From an optimization exercise on the open Yosys and OpenROAD flow, aimed at small area, a short achievable clock period and few clock cycles per item; shortcuts taken in it are not production practice.
Where RTL was checked, it was by simulation tests only, not by an equivalence proof against the original.
Function not checked in run 1: the RTL went through the layout flow alone.
No activity file was given, so power comes from the tool's default toggle rates.

`design.v`:
```
`default_nettype none
module page_replacement_fifo_lru #(
  localparam int PAGE_W     = 5,
  localparam int FRAME_W    = 5,
  localparam int TOTAL_W    = 16,
  localparam int CFG_IDX_W  = 1,
  localparam int CFG_DATA_W = 6
) (
  input  wire                   clk,
  input  wire                   rst,
  input  wire                   req_valid,
  output logic                  req_ready,
  input  wire  [PAGE_W-1:0]     req_page_number,
  output logic                  rsp_valid,
  input  wire                   rsp_ready,
  output logic                  rsp_fault,
  output logic [FRAME_W-1:0]    rsp_frame,
  output logic                  rsp_evicted_valid,
  output logic [PAGE_W-1:0]     rsp_evicted_page,
  output logic [TOTAL_W-1:0]    rsp_fault_total,
  input  wire                   cfg_valid,
  output logic                  cfg_ready,
  input  wire  [CFG_IDX_W-1:0]  cfg_index,
  input  wire  [CFG_DATA_W-1:0] cfg_data
);
  localparam int N     = 32;
  localparam int CNT_W = 6;
  logic             policy;           
  logic [CNT_W-1:0] frames_in_use;
  logic [CNT_W-1:0]   taken;          
  logic [TOTAL_W-1:0] fault_count;
  logic [PAGE_W-1:0]  lq   [N];       
  logic [PAGE_W-1:0]  lr_p [N];       
  logic [FRAME_W-1:0] lr_f [N];       
  logic              in_v,  sk_v;
  logic [PAGE_W-1:0] in_p,  sk_p;
  logic               out_valid;
  logic               out_fault;
  logic [FRAME_W-1:0] out_frame;
  logic               out_ev_valid;
  logic [PAGE_W-1:0]  out_ev_page;
  logic [TOTAL_W-1:0] out_total;
  logic go;
  assign req_ready = !sk_v;
  assign cfg_ready = 1'b1;
  assign go        = in_v && (!out_valid || rsp_ready);
  assign rsp_valid         = out_valid;
  assign rsp_fault         = out_fault;
  assign rsp_frame         = out_frame;
  assign rsp_evicted_valid = out_ev_valid;
  assign rsp_evicted_page  = out_ev_page;
  assign rsp_fault_total   = out_total;
  logic [CNT_W-1:0] frame_limit;
  logic             full;             
  logic [N-1:0]     valid;            
  logic [N-1:0]     at_top;           
  logic [N-1:0]     at_new;           
  always_comb begin
    if (frames_in_use == '0)                 frame_limit = CNT_W'(1);
    else if (frames_in_use > CNT_W'(N))      frame_limit = CNT_W'(N);
    else                                     frame_limit = frames_in_use;
  end
  assign full = !(taken < frame_limit);
  always_comb begin
    for (int i = 0; i < N; i++) begin
      at_top[i] = valid[i] && (i == N - 1 || !valid[(i + 1) % N]);
      at_new[i] = !valid[i] && (i == 0 || valid[(i + N - 1) % N]);
    end
  end
  logic [N-1:0] m_hit, m_fv, m_lv;
  always_comb begin
    for (int i = 0; i < N; i++) begin
      m_hit[i] = valid[i] && (lr_p[i] == in_p);
      m_fv[i]  = valid[i] && (lr_p[i] == lq[0]);
      m_lv[i]  = valid[i] && (lq[i] == lr_p[0]);
    end
  end
  logic [N-1:0] p_hit, p_fv, p_lv;
  always_comb begin
    p_hit[0] = m_hit[0];
    p_fv[0]  = m_fv[0];
    p_lv[0]  = m_lv[0];
    for (int i = 1; i < N; i++) begin
      p_hit[i] = p_hit[i-1] | m_hit[i];
      p_fv[i]  = p_fv[i-1]  | m_fv[i];
      p_lv[i]  = p_lv[i-1]  | m_lv[i];
    end
  end
  logic hit, evict;
  assign hit   = |m_hit;
  assign evict = !hit && full;
  logic [FRAME_W-1:0] hit_frame, fv_frame, new_frame;
  always_comb begin
    hit_frame = '0;
    fv_frame  = '0;
    for (int i = 0; i < N; i++) begin
      hit_frame = hit_frame | ({FRAME_W{m_hit[i]}} & lr_f[i]);
      fv_frame  = fv_frame  | ({FRAME_W{m_fv[i]}}  & lr_f[i]);
    end
  end
  logic [PAGE_W-1:0] victim;
  assign victim = policy ? lr_p[0] : lq[0];
  always_comb begin
    if (hit)         new_frame = hit_frame;
    else if (!full)  new_frame = taken[FRAME_W-1:0];
    else if (policy) new_frame = lr_f[0];
    else             new_frame = fv_frame;
  end
  logic [N-1:0] sh_r, ld_r, sh_q, ld_q;
  always_comb begin
    for (int i = 0; i < N; i++) begin
      sh_r[i] = hit ? p_hit[i] : (full && (policy || p_fv[i]));
      ld_r[i] = (hit || full) ? at_top[i] : at_new[i];
      sh_q[i] = evict && (!policy || p_lv[i]);
      ld_q[i] = !hit && (full ? at_top[i] : at_new[i]);
    end
  end
  logic [N-1:0] kp_r, mv_r, nw_r, kp_q, mv_q, nw_q;
  always_comb begin
    for (int i = 0; i < N; i++) begin
      nw_r[i] = go && ld_r[i];
      mv_r[i] = go && !ld_r[i] && sh_r[i];
      kp_r[i] = !nw_r[i] && !mv_r[i];
      nw_q[i] = go && ld_q[i];
      mv_q[i] = go && !ld_q[i] && sh_q[i];
      kp_q[i] = !nw_q[i] && !mv_q[i];
    end
  end
  always_ff @(posedge clk) begin
    for (int i = 0; i < N; i++) begin
      lr_p[i] <= ({PAGE_W{nw_r[i]}}  & in_p)
               | ({PAGE_W{mv_r[i]}}  & lr_p[(i + 1) % N])
               | ({PAGE_W{kp_r[i]}}  & lr_p[i]);
      lr_f[i] <= ({FRAME_W{nw_r[i]}} & new_frame)
               | ({FRAME_W{mv_r[i]}} & lr_f[(i + 1) % N])
               | ({FRAME_W{kp_r[i]}} & lr_f[i]);
      lq[i]   <= ({PAGE_W{nw_q[i]}}  & in_p)
               | ({PAGE_W{mv_q[i]}}  & lq[(i + 1) % N])
               | ({PAGE_W{kp_q[i]}}  & lq[i]);
    end
  end
  logic [TOTAL_W-1:0] total_next;
  assign total_next = (!hit && fault_count != '1) ? fault_count + TOTAL_W'(1) : fault_count;
  always_ff @(posedge clk) begin
    if (rst) begin
      policy        <= 1'b0;
      frames_in_use <= CNT_W'(4);
      taken         <= '0;
      valid         <= '0;
      fault_count   <= '0;
      in_v          <= 1'b0;
      sk_v          <= 1'b0;
      out_valid     <= 1'b0;
    end else begin
      if (cfg_valid) begin
        if (cfg_index == 1'b0) policy <= cfg_data[0];
        else                   frames_in_use <= cfg_data;
      end
      if (!in_v || go) begin
        if (sk_v) begin
          in_v <= 1'b1;
          sk_v <= 1'b0;
        end else begin
          in_v <= req_valid;
        end
      end else if (req_valid && !sk_v) begin
        sk_v <= 1'b1;
      end
      if (out_valid && rsp_ready) out_valid <= 1'b0;
      if (go) begin
        out_valid   <= 1'b1;
        fault_count <= total_next;
        if (!hit && !full) begin
          taken <= taken + CNT_W'(1);
          valid <= {valid[N-2:0], 1'b1};
        end
      end
    end
  end
  always_ff @(posedge clk) begin
    if (!in_v || go) begin
      in_p <= sk_v ? sk_p : req_page_number;
    end
    if (!sk_v) begin
      sk_p <= req_page_number;
    end
    if (go) begin
      out_fault    <= !hit;
      out_frame    <= new_frame;
      out_ev_valid <= evict;
      out_ev_page  <= evict ? victim : '0;
      out_total    <= total_next;
    end
  end
endmodule
`default_nettype wire
```
`run.sh`:
```
#!/bin/bash
# synth_recipe.tcl (not shown) runs the flow's synth.tcl, then flattens the netlist and writes it again
# the make line also repeats each setting of config.mk as NAME=value (left out here)
make -C /OpenROAD-flow-scripts/flow DESIGN_CONFIG=/design/flow/config.mk WORK_HOME=/design/flow/orfs CLKGATE_MAP_FILE= SYNTH_SCRIPT=/design/flow/synth_recipe.tcl finish
```
`config.mk`:
```
export PLATFORM = sky130hd
export DESIGN_NAME = page_replacement_fifo_lru
export DESIGN_NICKNAME = page_replacement_fifo_lru
export VERILOG_FILES = /design/flow/design.v
export SDC_FILE = /design/flow/constraint.sdc
export NUM_CORES = 4
export LEC_CHECK = 0
export ABC_CLOCK_PERIOD_IN_PS = 3000
export CAP_MARGIN = 20
export CORE_MARGIN = 2
export CORE_UTILIZATION = 40
export SETUP_SLACK_MARGIN = 4.5
export SLEW_MARGIN = 20
```
`constraint.sdc`:
```
create_clock -name core_clock -period 8.0 [get_ports {clk}]
set_input_delay 1.6000 -clock core_clock [delete_from_list [all_inputs] [get_ports {clk}]]
set_output_delay 1.6000 -clock core_clock [all_outputs]
set_load 0.01 [all_outputs]
```
==> results.yml, run 1 <==
status:
  outcome: "finished clean"
floorplanning:
  dieWidth_um: 296
  fp-row-count: 106
  initial_core_util: 0.405
  num_io_pins: 48
  core_area_mm2: 0.0840
  die_h_um: 296
  design.die.area_mm2: 0.0873
synthesis:
  syn_nets: 3787
  post_synth.cell_area_avg_um2: 9.03
  synth_top_cells_by_area: "sky130_fd_sc_hd__dfxtp_1, sky130_fd_sc_hd__a221o_1, sky130_fd_sc_hd__xor2_1"
  synth-seq-cells: 582
  synth.yosys.seq_area_share: 0.352
  synthCells: 3763
  synthArstFlopShare: 0
  mappedNetlistArea_mm2: 0.0340
  synthDistinctLibCells: 104
  count_of_yosys_warnings_during_synthesis: 4
  synth_edf_count: 33
  synthDominantAreaCellType: "sky130_fd_sc_hd__dfxtp_1"
  yosys_most_used_dff: "sky130_fd_sc_hd__dfxtp_1"
  synth_top_area_share: 0.323
worst_hold_path:
  hold_path.class: "reg2reg"
  hold-path-cell-count: 2
  hold_path.startpoint: "frames_in_use[0]"
  whs_endpoint: "frames_in_use[0]"
final_layout:
  total_of_fill_cells_in_the_finished_design: 6758
  layout.cells.most_common_list: "sky130_fd_sc_hd__dfxtp_1, sky130_fd_sc_hd__a221o_1, sky130_fd_sc_hd__xor2_1, sky130_fd_sc_hd__buf_4, sky130_fd_sc_hd__nor2_1"
  mostFrequentLayoutCell: "sky130_fd_sc_hd__dfxtp_1"
  drive_gt1_frac: 0.356
  design.final.nets: 4260
  final_core_utilization: 0.592
  syn_to_final_growth_pct: 46.2
global_routing:
  first_pass_grt_wire_length_um: 257000
  grt_pass1_vias: 34248
  pin_count_of_the_biggest_net_entering_global_routing: 65
  grt_overflow_total: 0
  antenna_found_initial: 17
  gr-usage-all-layers: 0.409
setup_path:
  critical-path-slowest-cell: "sky130_fd_sc_hd__nor3_4"
  endpoint_kind: "flop"
  reg2reg_setup_slack_ns: 3.94
  critical_path.reg2reg.endpoint: "lr_f[1][0]"
  worst_path_dominant_cell_family: "simple AND/OR/NAND/NOR gates"
  worst-endpoint-required_ns: 8.54
  critPathMaxStageDelay_ns: 0.49
  cp.arrival_ns: 4.60
  critical_path.n_buffers_inverters: 5
  reg2reg_depth: 15
  crit_chain: "buf_6, clkbuf_16, buf_16, xor2_1, nor4_4, nand4_1, o2111ai_1, nor3_4, nand4_1, a31oi_4, o311a_4, buf_12, buf_16, nor2_1, a221o_1"
  critPathMaxFanout: 6
  setup.worst_path.class: "reg2reg"
  cp-start-kind: "flop"
  r2r-start: "in_p[3]"
timing:
  timing.final.crit_share: 0.508
  tightestPinTransition_ns: 1.16
  timing.max_slew.rel_slack: 0.227
  final.setup.worst_slack_ns: 3.94
  clock-skew-final_ns: 0.0336
  max_clock_freq_mhz: 246
  finalSetupTns_ns: 0
  hold_viol: 0
  unrepaired_setup_endpoints_after_global_routing: "true"
  timing.final.max_slew_violations: 0
  final_report_setup_violation_count: 0
  post-route-min-period_ns: 4.06
clocking:
  tritoncts.num_buffers: 69
  h-tree-depth: 3
  cts_hold_repair.buffers: 0
  tritoncts_clock_tree: "done"
  clkLatencyLatePin_ns: 0.67
  cts.path.max_buffers: 3
  cts.reportedPaths.clkPinSlew_ns: 0.06
  numClockSinks: 582
  clock_tree_root_buffer_cell: "sky130_fd_sc_hd__clkbuf_16"
pwr:
  ratio_of_total_power_to_cell_area_mw_per_mm2: 197
  vdd_ir_drop_max_v: 0.000218
  total_power_mw: 9.80
  p_leak_nw: 20.1
route:
  ant_nets: 0
  detail_route.first_pass.iterations: 10
  vias: 38016
  drt-initial-drc-count: 6102
  drt_drc_violations_left: 0
  route.detailed.vias_per_inst: 6.99
  drt-total-wl_um: 194000
  wl_per_cell_um: 35.6
placement:
  port_buffers: 46
  detailedPlace.worstSlack_ns: 2.40
  gp_congestion: 1.10
  dp_hpwl_um: 104000
job:
  max-cap-violations: 0
kinds of logic after synthesis:
group,Yosys count,synth area share
buffers and inverters,359,0.0553
multiplexers,31,0.00964
adder cells (fa/ha/maj),7,0.00258
flip-flops,582,0.352
AO/OA/AOI/OAI,1004,0.246
AND/OR/NAND/NOR,1272,0.204
other,1,0.000110
XOR/XNOR,507,0.131
layer usage:
metal | share of wire | track usage | vias to the layer above
met2 | 0.39 | 0.564 | 3263
met4 | 0.093 | 0.275 | 16
met1 | 0.36 | 0.495 | 18381
met3 | 0.16 | 0.199 | 1094
met5 | 0.0028 | 0.0388 | -
li1 | - | - | 15262
sequential cells by signal, summed over array words and instances, names as in the netlist, 5 cells and up:
| register | count |
|---|---|
| lq | 160 |
| lr_f | 160 |
| lr_p | 160 |
| valid | 32 |
| fault_count | 16 |
| out_total | 16 |
| frames_in_use | 6 |
| taken | 6 |
| in_p | 5 |
| out_ev_page | 5 |
| out_frame | 5 |
| sk_p | 5 |
worst reg2reg max path, cell delays in order, from the launching register on:
cell and delay [ns]:
sky130_fd_sc_hd__edfxtp_1 0.40, sky130_fd_sc_hd__buf_6 0.17, sky130_fd_sc_hd__clkbuf_16 0.18, sky130_fd_sc_hd__buf_16 0.18, sky130_fd_sc_hd__xor2_1 0.30, sky130_fd_sc_hd__nor4_4 0.08
sky130_fd_sc_hd__nand4_1 0.46, sky130_fd_sc_hd__o2111ai_1 0.34, sky130_fd_sc_hd__nor3_4 0.49, sky130_fd_sc_hd__nand4_1 0.24, sky130_fd_sc_hd__a31oi_4 0.20, sky130_fd_sc_hd__o311a_4 0.30
sky130_fd_sc_hd__buf_12 0.14, sky130_fd_sc_hd__buf_16 0.15, sky130_fd_sc_hd__nor2_1 0.06, sky130_fd_sc_hd__a221o_1 0.26
synth_stat cells (14+ instances only):
| cell type | count |
|---|---|
| sky130_fd_sc_hd__nor3_1 | 68 |
| sky130_fd_sc_hd__buf_2 | 71 |
| sky130_fd_sc_hd__a21o_1 | 30 |
| sky130_fd_sc_hd__o21ai_1 | 14 |
| sky130_fd_sc_hd__a22o_1 | 50 |
| sky130_fd_sc_hd__nand2_1 | 225 |
| sky130_fd_sc_hd__buf_4 | 28 |
| sky130_fd_sc_hd__inv_1 | 67 |
| sky130_fd_sc_hd__nand4_1 | 73 |
| sky130_fd_sc_hd__a22oi_1 | 113 |
| sky130_fd_sc_hd__a31oi_1 | 47 |
| sky130_fd_sc_hd__clkbuf_1 | 145 |
| sky130_fd_sc_hd__mux2i_1 | 17 |
| sky130_fd_sc_hd__xor2_1 | 382 |
| sky130_fd_sc_hd__nand2b_1 | 39 |
| sky130_fd_sc_hd__nor4_1 | 108 |
| sky130_fd_sc_hd__a32oi_1 | 49 |
| sky130_fd_sc_hd__buf_6 | 22 |
| sky130_fd_sc_hd__a221o_1 | 375 |
| sky130_fd_sc_hd__o21ai_0 | 89 |
| sky130_fd_sc_hd__nand3_1 | 57 |
| sky130_fd_sc_hd__o21a_1 | 28 |
| sky130_fd_sc_hd__nor2_1 | 239 |
| sky130_fd_sc_hd__edfxtp_1 | 33 |
| sky130_fd_sc_hd__dfxtp_1 | 549 |
| sky130_fd_sc_hd__and3_1 | 182 |
| sky130_fd_sc_hd__and4_1 | 14 |
| sky130_fd_sc_hd__nor2b_1 | 19 |
| sky130_fd_sc_hd__xnor2_1 | 125 |
| sky130_fd_sc_hd__and2_1 | 153 |
| sky130_fd_sc_hd__a21oi_1 | 91 |
final cells by class:
type / count / area, µm² / share of cell area
antenna: 15 / 37.5 / 0.000755
clock inverter: 27 / 345 / 0.00695
multi-input combinational: 2860 / 25300 / 0.509
timing repair inverter: 1 / 8.76 / 0.000176
tap: 1134 / 1420 / 0.0285
timing repair buffer: 653 / 8270 / 0.166
sequential: 582 / 12000 / 0.242
inverter: 69 / 293 / 0.00589
clock buffer: 97 / 1990 / 0.0401
report_power, final:
| group | total [mW] | internal [mW] | switching, mW |
|---|---|---|---|
| combinational | 2.99 | 1.29 | 1.70 |
| clock | 3.33 | 1.92 | 1.41 |
| sequential | 3.48 | 3.15 | 0.329 |
how the worst max path moves through the flow:
stage          cells past startpoint          end  startpoint  slack [ns]
2_1_floorplan                     10   lr_f[5][3]   rsp_ready        4.50
3_3_place_gp                      12  lr_p[22][2]     in_p[1]        2.45
3_5_place_dp                      12   lr_f[5][3]     in_p[1]        2.40
4_1_cts                           15   lr_f[5][3]     in_p[2]        4.19
5_1_grt                           14  lr_f[28][0]    lq[0][3]        4.02
6_report                          15   lr_f[1][0]     in_p[3]        3.94
stage by stage:
stage	hold WS (ns)	cells	instance area (µm²)
after global placement	0.450	4725	35000
after floorplan	0.437	3763	34000
after global routing	0.467	5427	49700
after CTS	0.457	5227	45200
after detailed placement	0.451	4725	35000
final	0.456	5438	49700
what timing repair did:
item	CTS	global route
buffers inserted	302	164
gates resized for setup	849	587
setup endpoints to repair	562	554
gates cloned	76	31
pin swaps	221	369
==> inputs of run 2 (changes only) <==
--- a/design.v
+++ b/design.v
@@ -63,8 +63,9 @@
   assign full = !(taken < frame_limit);
   always_comb begin
     for (int i = 0; i < N; i++) begin
-      at_top[i] = valid[i] && (i == N - 1 || !valid[(i + 1) % N]);
-      at_new[i] = !valid[i] && (i == 0 || valid[(i + N - 1) % N]);
+      valid[i]  = CNT_W'(i) < taken;
+      at_top[i] = CNT_W'(i + 1) == taken;
+      at_new[i] = CNT_W'(i) == taken;
     end
   end
   logic [N-1:0] m_hit, m_fv, m_lv;
@@ -115,28 +116,22 @@
       ld_q[i] = !hit && (full ? at_top[i] : at_new[i]);
     end
   end
-  logic [N-1:0] kp_r, mv_r, nw_r, kp_q, mv_q, nw_q;
-  always_comb begin
-    for (int i = 0; i < N; i++) begin
-      nw_r[i] = go && ld_r[i];
-      mv_r[i] = go && !ld_r[i] && sh_r[i];
-      kp_r[i] = !nw_r[i] && !mv_r[i];
-      nw_q[i] = go && ld_q[i];
-      mv_q[i] = go && !ld_q[i] && sh_q[i];
-      kp_q[i] = !nw_q[i] && !mv_q[i];
-    end
-  end
   always_ff @(posedge clk) begin
-    for (int i = 0; i < N; i++) begin
-      lr_p[i] <= ({PAGE_W{nw_r[i]}}  & in_p)
-               | ({PAGE_W{mv_r[i]}}  & lr_p[(i + 1) % N])
-               | ({PAGE_W{kp_r[i]}}  & lr_p[i]);
-      lr_f[i] <= ({FRAME_W{nw_r[i]}} & new_frame)
-               | ({FRAME_W{mv_r[i]}} & lr_f[(i + 1) % N])
-               | ({FRAME_W{kp_r[i]}} & lr_f[i]);
-      lq[i]   <= ({PAGE_W{nw_q[i]}}  & in_p)
-               | ({PAGE_W{mv_q[i]}}  & lq[(i + 1) % N])
-               | ({PAGE_W{kp_q[i]}}  & lq[i]);
+    if (go) begin
+      for (int i = 0; i < N; i++) begin
+        if (ld_r[i]) begin
+          lr_p[i] <= in_p;
+          lr_f[i] <= new_frame;
+        end else if (sh_r[i]) begin
+          lr_p[i] <= lr_p[(i + 1) % N];
+          lr_f[i] <= lr_f[(i + 1) % N];
+        end
+        if (ld_q[i]) begin
+          lq[i] <= in_p;
+        end else if (sh_q[i]) begin
+          lq[i] <= lq[(i + 1) % N];
+        end
+      end
     end
   end
   logic [TOTAL_W-1:0] total_next;
@@ -146,7 +141,6 @@
       policy        <= 1'b0;
       frames_in_use <= CNT_W'(4);
       taken         <= '0;
-      valid         <= '0;
       fault_count   <= '0;
       in_v          <= 1'b0;
       sk_v          <= 1'b0;
@@ -170,10 +164,7 @@
       if (go) begin
         out_valid   <= 1'b1;
         fault_count <= total_next;
-        if (!hit && !full) begin
-          taken <= taken + CNT_W'(1);
-          valid <= {valid[N-2:0], 1'b1};
-        end
+        if (!hit && !full) taken <= taken + CNT_W'(1);
       end
     end
   end
--- a/config.mk
+++ b/config.mk
@@ -5,9 +5,7 @@
 export SDC_FILE = /design/flow/constraint.sdc
 export NUM_CORES = 4
 export LEC_CHECK = 0
-export ABC_CLOCK_PERIOD_IN_PS = 3000
 export CAP_MARGIN = 20
 export CORE_MARGIN = 2
 export CORE_UTILIZATION = 40
-export SETUP_SLACK_MARGIN = 4.5
 export SLEW_MARGIN = 20
==> run 2 against run 1 <==
  * Register-to-register slack lost 3.0 ns
  * Worst hold slack is essentially flat
  * Sequential cell count shrank 32
  * Via count shrank 30%
  * Global-route usage shrank 8.7 points
  * Setup slack lost 3.0 ns
  * Non-clock buffer count shrank 453
  * Power shrank 26%
  * Sequential share of layout area grew 19 points
  * Final cell count shrank 24%
  * Clock-buffer cell count shrank 9
  * Routed wire length shrank 28%
==> results.yml, run 2 <==
clocking:
  clkLatencyLatePin_ns: 0.64
  post-cts-setup-buffer-count: 0
  cts_resized: 0
  cts.path.max_buffers: 3
  h-tree-depth: 3
  clock_tree_root_buffer_cell: "sky130_fd_sc_hd__clkbuf_16"
  tritoncts.num_buffers: 68
  tritoncts_clock_tree: "done"
  cts_hold_repair.buffers: 0
  cts.reportedPaths.clkPinSlew_ns: 0.06
  numClockSinks: 550
timing:
  post-route-min-period_ns: 7.01
  clock-skew-final_ns: 0.0292
  hold_viol: 0
  timing.max_slew.rel_slack: 0.208
  timing.final.crit_share: 0.877
  tightestPinTransition_ns: 1.19
  final_report_setup_violation_count: 0
  finalSetupTns_ns: 0
  max_clock_freq_mhz: 143
  unrepaired_setup_endpoints_after_global_routing: "false"
  final.setup.worst_slack_ns: 0.986
  timing.final.max_slew_violations: 0
route:
  wl_per_cell_um: 33.8
  drt-initial-drc-count: 3499
  drt_drc_violations_left: 0
  ant_nets: 0
  vias: 26616
  route.detailed.vias_per_inst: 6.42
  detail_route.first_pass.iterations: 8
  drt-total-wl_um: 140000
setup_path:
  crit_path_start: "taken[1]"
  endpoint_kind: "flop"
  critPathMaxFanout: 14
  reg2reg_setup_slack_ns: 0.99
  worst-endpoint-required_ns: 8.37
  r2r-start: "taken[1]"
  cp-start-kind: "flop"
  cp.arrival_ns: 7.39
  setup.worst_path.class: "reg2reg"
global_routing:
  grt_overflow_total: 0
  gr-usage-all-layers: 0.322
  first_pass_grt_wire_length_um: 197000
  antenna_found_initial: 6
  pin_count_of_the_biggest_net_entering_global_routing: 97
  grt_pass1_vias: 25794
floorplanning:
  core_area_mm2: 0.0821
  fp-row-count: 105
  num_io_pins: 48
  initial_core_util: 0.404
  die_h_um: 292
  dieWidth_um: 292
  design.die.area_mm2: 0.0853
final_layout:
  total_of_fill_cells_in_the_finished_design: 7578
  seq_area_mm2: 0.0161
  drive_gt1_frac: 0.208
  layout.cells.most_common_list: "sky130_fd_sc_hd__edfxtp_1, sky130_fd_sc_hd__mux2_2, sky130_fd_sc_hd__xor2_1, sky130_fd_sc_hd__a21oi_1, sky130_fd_sc_hd__xnor2_1"
  syn_to_final_growth_pct: 13.6
  top_regs: "lq x160, lr_f x160, lr_p x160"
  multi_input_comb_area_mm2: 0.0161
  design.final.nets: 3043
  mostFrequentLayoutCell: "sky130_fd_sc_hd__edfxtp_1"
  post_route_insts_no_fill: 4147
synthesis:
  synth_edf_count: 513
  synth-seq-cells: 550
  syn_nets: 3007
  synthCells: 2981
  mappedNetlistArea_mm2: 0.0332
  synth.most_common_cell: "sky130_fd_sc_hd__edfxtp_1"
  synthArstFlopShare: 0
  synth.yosys.seq_area_share: 0.487
  synthDominantAreaCellType: "sky130_fd_sc_hd__edfxtp_1"
  count_of_yosys_warnings_during_synthesis: 4
  synth_top_cells_by_area: "sky130_fd_sc_hd__edfxtp_1, sky130_fd_sc_hd__mux2_2, sky130_fd_sc_hd__xor2_1"
  synth_top_area_share: 0.464
  synthDistinctLibCells: 73
  yosys_most_used_dff: "sky130_fd_sc_hd__edfxtp_1"
  ys_top_cells_by_count: "sky130_fd_sc_hd__edfxtp_1, sky130_fd_sc_hd__mux2_2, sky130_fd_sc_hd__xor2_1"
  post_synth.cell_area_avg_um2: 11.1
job:
  max-cap-violations: 0
pwr:
  p_leak_nw: 12.7
  ratio_of_total_power_to_cell_area_mw_per_mm2: 191
  total_power_mw: 7.21
  vdd_ir_drop_max_v: 0.000208
worst_hold_path:
  hold_path.class: "reg2reg"
  hold_path.startpoint: "frames_in_use[0]"
placement:
  dp_hpwl_um: 104000
  gp_congestion: 1.05
  port_buffers: 46
  detailedPlace.worstSlack_ns: 1.38
  dpl.cell_count: 4017
status:
  outcome: "finished clean"
[run 2: cell types whose count changed in the layout (fill, tap and decap cells not counted), sizes merged, moves of 147 or more]
cell	delta
a21oi	+147
a221o	-374
and2	-147
and3	-162
buf	-428
dfxtp	-512
edfxtp	+480
mux2	+318
[run 2: power breakdown]
| group | switching, mW | internal [mW] |
|---|---|---|
| sequential | 0.0685 | 3.18 |
| clock | 1.30 | 1.89 |
| combinational | 0.524 | 0.251 |
| total | 1.90 | 5.31 |
[run 2: cells by family after synthesis]
logic type | synth area share
multiplexers | 0.122
AND/OR/NAND/NOR | 0.105
other | 0.000113
flip-flops | 0.487
AO/OA/AOI/OAI | 0.117
XOR/XNOR | 0.133
buffers and inverters | 0.0331
adder cells (fa/ha/maj) | 0.00339
[run 2: worst max-delay path, stage by stage (launching register included)]
cell                        delay (ns)
sky130_fd_sc_hd__dfxtp_1          0.54
sky130_fd_sc_hd__ha_1             0.73
sky130_fd_sc_hd__o211ai_1         0.62
sky130_fd_sc_hd__a2111oi_0        0.19
sky130_fd_sc_hd__and3_1           0.36
sky130_fd_sc_hd__nor4_1           0.60
sky130_fd_sc_hd__or4b_2           0.81
sky130_fd_sc_hd__or4_1            0.88
sky130_fd_sc_hd__buf_4            0.33
sky130_fd_sc_hd__mux2i_2          0.84
sky130_fd_sc_hd__nor2_1           0.45
sky130_fd_sc_hd__mux2_2           0.39
[run 2: per-layer routing]
metal / part of all wire / GRT usage / routed length (µm)
met5: 0.00018 / 0 / 25
met4: 0.057 / 0.163 / 7960
met2: 0.45 / 0.501 / 63000
met1: 0.40 / 0.426 / 56800
met3: 0.089 / 0.0660 / 12500
[run 2: final cells by class]
type,instances,area share
Antenna cell,4,0.000266
Clock inverter,38,0.00996
Timing Repair Buffer,200,0.0453
Multi-Input combinational cell,2164,0.427
Inverter,33,0.00329
Tap cell,1070,0.0355
Sequential cell,550,0.428
Clock buffer,88,0.0505
[run 2: per-stage QoR]
| stage | util | hold slack [ns] | instance area (µm²) |
|---|---|---|---|
| after floorplan | - | 0.433 | 33200 |
| after detailed placement | 0.431 | 0.449 | 35400 |
| after global routing | 0.459 | 0.474 | 37700 |
| after CTS | 0.459 | 0.457 | 37700 |
| after global placement | 0.430 | 0.453 | 35300 |
| final | 0.459 | 0.456 | 37700 |
[run 2: path summary, 6_finish.rpt]
kind | to | depth (start not counted)
hold / removal | frames_in_use[0] | 2
setup / recovery | lr_p[14][4] | 11
hold reg to reg | frames_in_use[0] | 2
setup reg to reg | lr_p[14][4] | 11
Testbench counts of run 2, summed over its fixed seeds: cycles 14,528, refs 14,400.

## what the ideal ports hide
How much do the figures lean on ideal ports? The routed layouts below were timed once more, with nothing changed but the port constraints. Step 1, drivers: a clkbuf_16 drives clk and a buf_2 each remaining input, both assumed. Step 2 also shifts input and output timing later by t, the mid clock arrival at the registers, as if the neighbouring blocks saw the same clock. a / b / c = no drivers / after step 1 / after step 2; a / b = the first two.
run | t, ns | setup WS [ns] | clock arrival spread, ns | slew at the worst register clock pin (ns) | worst slew at a driven data input, ns
run 1 | 0.728 | 3.939 / 3.939 / 3.487 | 0.034 / 0.034 | 0.07 / 0.07 | 0.04
run 2 | 0.690 | 0.986 / 0.986 / 0.986 | 0.030 / 0.029 | 0.07 / 0.07 | 0.07
After both steps setup and hold are still met in every run listed. The setup slack of run 1, which loses most, moves by 0.000 ns with the drivers and by -0.452 ns with both steps.
